What follows belongs to an exercise in optimizing a design on an open flow for a short achievable clock period and few clock cycles per item; a production flow would make more cautious choices.
Function was checked by simulation only, so behaviour that the tests miss may differ from the original.
Power is estimated from default activity; no workload was simulated.

===== run.sh =====
#!/bin/bash
# synth_recipe.tcl (not shown) runs the flow's synth.tcl, then flattens the netlist and writes it again
# the make line also repeats each setting of config.mk as NAME=value (left out here)
make -C /OpenROAD-flow-scripts/flow DESIGN_CONFIG=/design/flow/config.mk WORK_HOME=/design/flow/orfs CLKGATE_MAP_FILE= SYNTH_SCRIPT=/design/flow/synth_recipe.tcl finish

===== config.mk =====
export PLATFORM = sky130hd
export DESIGN_NAME = yWriteBack
export DESIGN_NICKNAME = yWriteBack
export VERILOG_FILES = /design/flow/design.v
export SDC_FILE = /design/flow/constraint.sdc
export NUM_CORES = 4
export LEC_CHECK = 0
export ABC_CLOCK_PERIOD_IN_PS = 2300
export CAP_MARGIN = 20
export CORE_AREA = 10 10 390 390
export DIE_AREA = 0 0 400 400
export SETUP_SLACK_MARGIN = 2.7
export SLEW_MARGIN = 20

===== constraint.sdc =====
create_clock -name core_clock -period 5.0 [get_ports {clock}]
set_input_delay 1.0000 -clock core_clock [delete_from_list [all_inputs] [get_ports {clock}]]
set_output_delay 1.0000 -clock core_clock [all_outputs]
set_load 0.01 [all_outputs]

===== design.v =====
`timescale 1ns/1ps
package yRowPkg;
   typedef logic [256-1:0] rowData;        
   typedef logic [48-1:0] yEntry;       
   typedef logic [11-1:0] rowAddr;
   typedef logic [4-1:0] slotOneHot;        
   typedef logic [$clog2(4)-1:0] slotIndex;
endpackage
`timescale 1ns/1ps
`timescale 1ns/1ps
`timescale 1ns/1ps
`timescale 1ns/1ps
`timescale 1ns/1ps
module yWriteBack
(
   input logic clock,
   input logic reset,
   input logic dpDone,
   input logic cpDone,
   input yRowPkg::rowAddr diagAddr,
   input yRowPkg::rowAddr nonDiagAddr,
   input yRowPkg::slotOneHot diagSlot,
   input yRowPkg::slotOneHot nonDiagSlot,
   input yRowPkg::yEntry computedDiag,
   input yRowPkg::yEntry changeData,
   input yRowPkg::rowData readData1,
   input yRowPkg::rowData readData2,
   output yRowPkg::rowAddr readAddr1,
   output yRowPkg::rowAddr readAddr2,
   output yRowPkg::rowAddr writeAddr,
   output yRowPkg::rowData writeData,
   output logic writeEnable,
   output logic writeDone
);
   function automatic yRowPkg::rowData mergeRow
   (
      input yRowPkg::rowData row,
      input logic isA,
      input logic isB,
      input logic isC,
      input logic isD,
      input yRowPkg::slotOneHot ds1,
      input yRowPkg::slotOneHot ns1,
      input yRowPkg::yEntry dv1,
      input yRowPkg::yEntry cv1,
      input logic legal1,
      input yRowPkg::slotOneHot ds2,
      input yRowPkg::slotOneHot ns2,
      input yRowPkg::yEntry dv2,
      input yRowPkg::yEntry cv2,
      input logic legal2
   );
      yRowPkg::rowData merged;
      logic kill;
      kill = ((isA || isB) && !legal1) || ((isC || isD) && !legal2);
      for (int s = 0; s < 4; s++)
      begin
         if (legal2 && isC && ds2[s])
            merged[s * 64 +: 48] = dv2;
         else if (legal2 && isD && ns2[s])
            merged[s * 64 +: 48] = cv2;
         else if (kill)
            merged[s * 64 +: 48] = '0;
         else if (legal1 && isA && ds1[s])
            merged[s * 64 +: 48] = dv1;
         else if (legal1 && isB && ns1[s])
            merged[s * 64 +: 48] = cv1;
         else
            merged[s * 64 +: 48] = row[s * 64 +: 48];
         merged[s * 64 + 48 +: 64 - 48] = kill ? '0
            : row[s * 64 + 48 +: 64 - 48];
      end
      mergeRow = merged;
   endfunction
   function automatic logic oneHot(input yRowPkg::slotOneHot code);
      oneHot = (code == 4'b0001) || (code == 4'b0010) || (code == 4'b0100) || (code == 4'b1000);
   endfunction
   logic busy;        
   logic idle;
   logic load1;       
   logic accept;      
   logic fresh1;      
   logic fresh2;      
   yRowPkg::rowAddr aAddr, bAddr;
   yRowPkg::slotOneHot ds1, ns1;
   yRowPkg::yEntry dv1, cv1;
   logic legal1;
   logic eqAB;
   yRowPkg::rowAddr cAddr, dAddr;
   yRowPkg::slotOneHot ds2, ns2;
   yRowPkg::yEntry dv2, cv2;
   logic legal2;
   logic eqCB, eqDB, eqDC;
   yRowPkg::rowData row1, row2;
   logic pendB, pendC, pendD;
   logic inEqCA, inEqDA, inEqCB, inEqDB, inEqDC;
   logic inLegal2;
   logic hasB, hasC, hasD;
   yRowPkg::rowData firstRow;
   logic selB, selC;
   logic nextIsC, nextIsD;
   logic nextLast;
   yRowPkg::rowAddr nextAddr;
   yRowPkg::rowData nextRaw;
   yRowPkg::rowData nextRow;
   assign readAddr1 = diagAddr;
   assign readAddr2 = nonDiagAddr;
   assign idle = !busy;
   assign load1 = idle && dpDone && !cpDone;
   assign accept = idle && dpDone && cpDone;
   assign inEqCA = (diagAddr == aAddr);
   assign inEqDA = (nonDiagAddr == aAddr);
   assign inEqCB = (diagAddr == bAddr);
   assign inEqDB = (nonDiagAddr == bAddr);
   assign inEqDC = (nonDiagAddr == diagAddr);
   assign inLegal2 = oneHot(diagSlot) && oneHot(nonDiagSlot)
      && !(inEqDC && (diagSlot == nonDiagSlot));
   assign hasB = !eqAB;
   assign hasC = !inEqCA && !inEqCB;
   assign hasD = !inEqDA && !inEqDB && !inEqDC;
   assign firstRow = mergeRow(fresh1 ? readData1 : row1, 1'b1, eqAB, inEqCA, inEqDA,
      ds1, ns1, dv1, cv1, legal1, diagSlot, nonDiagSlot, computedDiag, changeData, inLegal2);
   assign selB = pendB;
   assign selC = !pendB && pendC;
   assign nextIsC = selB ? eqCB : selC;
   assign nextIsD = selB ? eqDB : (selC ? eqDC : 1'b1);
   assign nextLast = selB ? !(pendC || pendD) : (selC ? !pendD : 1'b1);
   assign nextAddr = selB ? bAddr : (selC ? cAddr : dAddr);
   assign nextRaw = selB ? row2 : (selC ? (fresh2 ? readData1 : row1) : (fresh2 ? readData2 : row2));
   assign nextRow = mergeRow(nextRaw, 1'b0, selB, nextIsC, nextIsD,
      ds1, ns1, dv1, cv1, legal1, ds2, ns2, dv2, cv2, legal2);
   always_ff @(posedge clock)
   begin
      if (!reset)
      begin
         busy <= 1'b0;
         fresh1 <= 1'b0;
         fresh2 <= 1'b0;
         pendB <= 1'b0;
         pendC <= 1'b0;
         pendD <= 1'b0;
         writeEnable <= 1'b0;
         writeDone <= 1'b0;
      end
      else
      begin
         fresh1 <= load1;
         fresh2 <= accept;
         if (accept)
         begin
            busy <= hasB || hasC || hasD;
            pendB <= hasB;
            pendC <= hasC;
            pendD <= hasD;
            writeEnable <= 1'b1;
            writeDone <= !(hasB || hasC || hasD);
         end
         else if (busy)
         begin
            busy <= !nextLast;
            if (selB)
               pendB <= 1'b0;
            else if (selC)
               pendC <= 1'b0;
            else
               pendD <= 1'b0;
            writeEnable <= 1'b1;
            writeDone <= nextLast;
         end
         else
         begin
            writeEnable <= 1'b0;
            writeDone <= 1'b0;
         end
      end
   end
   always_ff @(posedge clock)
   begin
      if (accept)
      begin
         writeAddr <= aAddr;
         writeData <= firstRow;
      end
      else
      begin
         writeAddr <= nextAddr;
         writeData <= nextRow;
      end
   end
   always_ff @(posedge clock)
   begin
      if (load1)
      begin
         aAddr <= diagAddr;
         bAddr <= nonDiagAddr;
         ds1 <= diagSlot;
         ns1 <= nonDiagSlot;
         dv1 <= computedDiag;
         cv1 <= changeData;
         eqAB <= (diagAddr == nonDiagAddr);
         legal1 <= oneHot(diagSlot) && oneHot(nonDiagSlot)
            && !((diagAddr == nonDiagAddr) && (diagSlot == nonDiagSlot));
      end
      if (accept)
      begin
         cAddr <= diagAddr;
         dAddr <= nonDiagAddr;
         ds2 <= diagSlot;
         ns2 <= nonDiagSlot;
         dv2 <= computedDiag;
         cv2 <= changeData;
         legal2 <= inLegal2;
         eqCB <= inEqCB;
         eqDB <= inEqDB;
         eqDC <= inEqDC;
      end
      if (fresh1 || fresh2)
      begin
         row1 <= readData1;
         row2 <= readData2;
      end
   end
endmodule

==> impl_metrics.env <==
export IMPL_status="no timing/DRC/antenna violations"
export IMPL_area_growth_pct=49.82
export IMPL_worstHoldPathCells=1
export IMPL_synth_avg_cell_area_um2=10.55
export IMPL_path_delay_family="buffers and inverters"
export IMPL_hold_viol_final=0
export IMPL_initial_core_util=0.3885
export IMPL_worstPathRequired_ns=5.76
export IMPL_antenna_found_initial=202
export IMPL_fin_util=0.5820
export IMPL_cts_buffers=121
export IMPL_grtUsageMet3=0.2612
export IMPL_synth_cell_types=63
export IMPL_grt_use_met2=0.5976
export IMPL_drc=0
export IMPL_start_kind="flip-flop"
export IMPL_cts_tree="done"
export IMPL_synth_simple_area_share=0.04999
export IMPL_die_h_um=400
export IMPL_drive_above_1_share=0.2868
export IMPL_synth_top_area_frac=0.4148
export IMPL_wirelength_mm=375.6
export IMPL_critical_path_cell_chain="buf_6 > xnor2_2 > nand4_1 > nor3_4 > buf_12 > or2_4 > buf_12 > buf_12 > buf_12 > buf_16 > a2111oi_0 > a211oi_1 > o22ai_1"
export IMPL_p_sw_frac=0.3092
export IMPL_synth_top_family_by_area="compound AO/OA/AOI/OAI gates"
export IMPL_hpwl_mm=206.0
export IMPL_fmax_mhz=350.4
export IMPL_worst_r2r_cell_count=13
export IMPL_placed_cells=7632
export IMPL_vdd_ir_drop_max_v=0.0003070
export IMPL_setup_slack_ns=2.146
export IMPL_crit_top_cell="buf_12"
export IMPL_maxSlewViolCount=0
export IMPL_via_per_inst=7.342
export IMPL_async_flop_share=0
export IMPL_grt_pass1_wl_mm=491.8
export IMPL_p_seq_frac=0.413
export IMPL_use_met1=0.4869
export IMPL_p_sw_mw=7.968
export IMPL_cts_path_max_buffers=3
export IMPL_grt_max_degree=137
export IMPL_finalCritPeriodShare=0.5708
export IMPL_period_minus_slack_ns=2.854
export IMPL_grt_usage=0.4409
export IMPL_rsz0062_at_grt="true"
export IMPL_first_pass_iters=14
export IMPL_path_depth=13
export IMPL_leakagePower_nw=28.03
export IMPL_syn_cell_area_um2=55740
export IMPL_synthAdderAreaFrac=0.0001796
export IMPL_grt_pass1_vias=57159
export IMPL_path_buf_inv=6
export IMPL_yosysTopAreaCell="edfxtp_1"
export IMPL_cp_slowest_stage_delay_ns=0.54
export IMPL_synth_nets=5925
export IMPL_muxShareOfSynthArea=0.09391
export IMPL_cts_root_buf="clkbuf_16"
export IMPL_setup_viol=0
export IMPL_vias=62136
export IMPL_r2r_start="aAddr[9]"
export IMPL_busiest_layer="met2"
export IMPL_critPathLaunch="aAddr[9]"
export IMPL_core_rowCount=139
export IMPL_routedWlPerCell_um=44.38
export IMPL_core_area_um2=143500
export IMPL_fin_cells=8463
export IMPL_io_pins=933
export IMPL_placed_cell_area_um2=67050
export IMPL_finalNetCount=6938
export IMPL_gp_congestion=0.9330
export IMPL_p_comb_frac=0.216
export IMPL_synthCells=5283
export IMPL_maxCapViolCount=0
export IMPL_ys_flop_type="edfxtp_1"
export IMPL_io_buffers=932
export IMPL_pwr_share_clk=0.372
export IMPL_arrival_ns=3.61
export IMPL_ys_ff_latch=1045
export IMPL_final_area_um2=83510
export IMPL_initialDrtViolationCount=11562
export IMPL_yosysWarningCount=1
export IMPL_hold_start="nonDiagAddr[8]"
export IMPL_hold_path_class="primary input to flip-flop"
export IMPL_crit_path_max_fanout=5
export IMPL_ys_top_cells_by_area="edfxtp_1, dfxtp_1, mux2i_1, a211oi_1, o21ai_0"
export IMPL_cts_max_level=3
export IMPL_critPathSlowestCell="a2111oi_0"
export IMPL_ant_nets=0
export IMPL_power_density_nw_per_um2=308.6
export IMPL_synth_edff_count=770
export IMPL_slew_limit_headroom=0.1678
export IMPL_ctsHoldBuffers=0
export IMPL_die_w_um=400
export IMPL_overflow=0
export IMPL_post_place_ws_ns=0.6148
export IMPL_clkTransAtPathRegs_ns=0.06
export IMPL_p_int_mw=17.80
export IMPL_clock_sinks=1045
export IMPL_cp_end_kind="flip-flop"
export IMPL_ys_seq_area_frac=0.5136
export IMPL_die_area_um2=160000
export IMPL_clock_latency_ns=0.87
export IMPL_synthXorXnorAreaFrac=0.009585
export IMPL_worstSetupPathType="flip-flop to flip-flop"
export IMPL_max_slew_worst_pin_slew_ns=1.248
export IMPL_synth_compound_area_share=0.2706
export IMPL_fill_cells=11734
export IMPL_clock_skew_ns=0.1037
-- worst register-to-register path: cells and delay by family (launching register included) --
kind / cells / cell delay, ns
simple gates: 3 / 0.46
xor+xnor: 1 / 0.11
compound gates: 3 / 0.87
flops: 1 / 0.45
buf+inv: 6 / 0.89
-- synthesized netlist by cell type (50+ instances only) --
library cell / instances
edfxtp_1: 770
mux2i_1: 523
a211oi_1: 426
clkbuf_1: 417
o21ai_0: 367
a21oi_1: 364
nor2_1: 347
dfxtp_1: 275
o22ai_1: 270
nand2_1: 168
inv_1: 158
a32oi_1: 150
a2111oi_0: 139
o221ai_1: 136
o211ai_1: 89
nand3_1: 83
o21ai_1: 80
buf_2: 79
a221o_1: 70
buf_1: 50
-- layout by cell type (no fill, tap or decap), types with 47 or more instances in the layout --
cell type | netlist | final
inv_1 | 158 | 157
nand2_1 | 168 | 158
edfxtp_1 | 770 | 770
dfxtp_2 | 0 | 181
o22ai_1 | 270 | 220
buf_6 | 27 | 304
o21ai_0 | 367 | 309
a32oi_1 | 150 | 150
a21oi_1 | 364 | 363
a2111oi_4 | 4 | 116
a221o_1 | 70 | 70
o221ai_1 | 136 | 135
nand3_1 | 83 | 71
dfxtp_4 | 0 | 64
buf_12 | 0 | 139
diode_2 | 0 | 155
o21ai_1 | 80 | 99
clkbuf_16 | 0 | 131
mux2i_1 | 523 | 520
clkdlybuf4s50_1 | 0 | 611
buf_4 | 31 | 222
a211oi_2 | 0 | 129
o211ai_1 | 89 | 89
buf_2 | 79 | 48
a211oi_1 | 426 | 294
nor2_1 | 347 | 338
buf_16 | 0 | 116
o22ai_2 | 0 | 47
-- final timing paths --
| check | slack (ns) | endpoint |
|---|---|---|
| min reg2reg | 0.50 | writeAddr[3] |
| max | 2.15 | writeData[175] |
| min | 0.36 | bAddr[8] |
| max reg2reg | 2.15 | writeData[175] |
-- state kept, by name, summed over array words and instances (netlist names), 4 cells and up --
name / flops
ns1: 4
dv1: 48
dv2: 48
aAddr: 11
ds1: 4
writeAddr: 11
cv2: 48
row1: 256
cv1: 48
writeData: 256
bAddr: 11
row2: 256
ns2: 4
dAddr: 11
ds2: 4
cAddr: 11
-- through the flow --
step	power, mW	TNS, ns	hold WS, ns
finish	25.77	0	0.3591
global route	26.16	0	0.3391
CTS	25.19	0	0.3466
global placement	15.09	0	0.5203
floorplan	12.51	-81.84	0.5018
detailed placement	15.13	0	0.5375
-- power groups by stage --
stage	registers, mW	clock network, mW	logic [mW]
finish	10.6	9.58	5.56
CTS	10.6	9.54	5.10
floorplan	10.5	0	1.97
detailed placement	10.6	0	4.49
global route	10.6	9.87	5.65
global placement	10.6	0	4.45
-- kinds of logic (layout without fill, tap and decap cells) --
family,Yosys count,after routing
compound gates,2192,2194
flops,1045,1045
buf+inv,800,1893
simple gates,661,688
mux,523,523
xor+xnor,61,61
fa+ha+maj,1,1
other cells,0,155
-- per-layer routing --
metal / vias up / share of wire
li1: 23273 / -
met1: 29986 / 0.32
met2: 6543 / 0.40
met3: 2230 / 0.18
met4: 104 / 0.11
met5: - / 0.0027
-- layout make-up --
cell class,instances,area [um^2],area share
Sequential cell,1045,29090,0.3484
Multi-Input combinational cell,3467,28170,0.3373
Timing Repair Buffer,1498,18630,0.2231
Clock buffer,172,3442,0.04122
Tap cell,1903,2381,0.02851
Clock inverter,60,745.7,0.008930
Inverter,161,644.4,0.007716
Antenna cell,155,387.9,0.004645
Timing Repair inverter,2,20.02,0.0002397
-- timing repair --
action / in CTS / in global routing
setup buffers: 260 / 42
setup endpoints to repair: 1153 / 640
pin swaps: 315 / 202
resized for setup: 2711 / 325
cloned: 134 / 8
Testbench counts, summed over its fixed seeds: cycles 90,679, pairs 24,000.

## re-timing with driven ports
How much do the figures lean on ideal ports? The routed layout below was timed once more, with nothing changed but the port constraints.
Step 1: set_driving_cell puts a clkbuf_16 on clock and a buf_2 on each other input, an assumption about the parent block.
Step 2 moves the port delays by t, midway between the first and last clock arrival at a register: inputs arrive t later, outputs are due t later. That takes back most of the time a late clock gives input paths.
Three values: ideal, step 1, step 2; two values: the first two.
shift t [ns]: 0.904
setup WS [ns]: 2.146 / 2.146 / 1.252
worst hold slack (ns): 0.359 / 0.346 / 0.505
clock arrival spread, ns: 0.104 / 0.104
pins driven straight from the clock port: 1
After both steps this run still meets setup and hold. For this run, drivers alone change the setup slack by 0.000 ns; drivers and shift together by -0.894 ns.
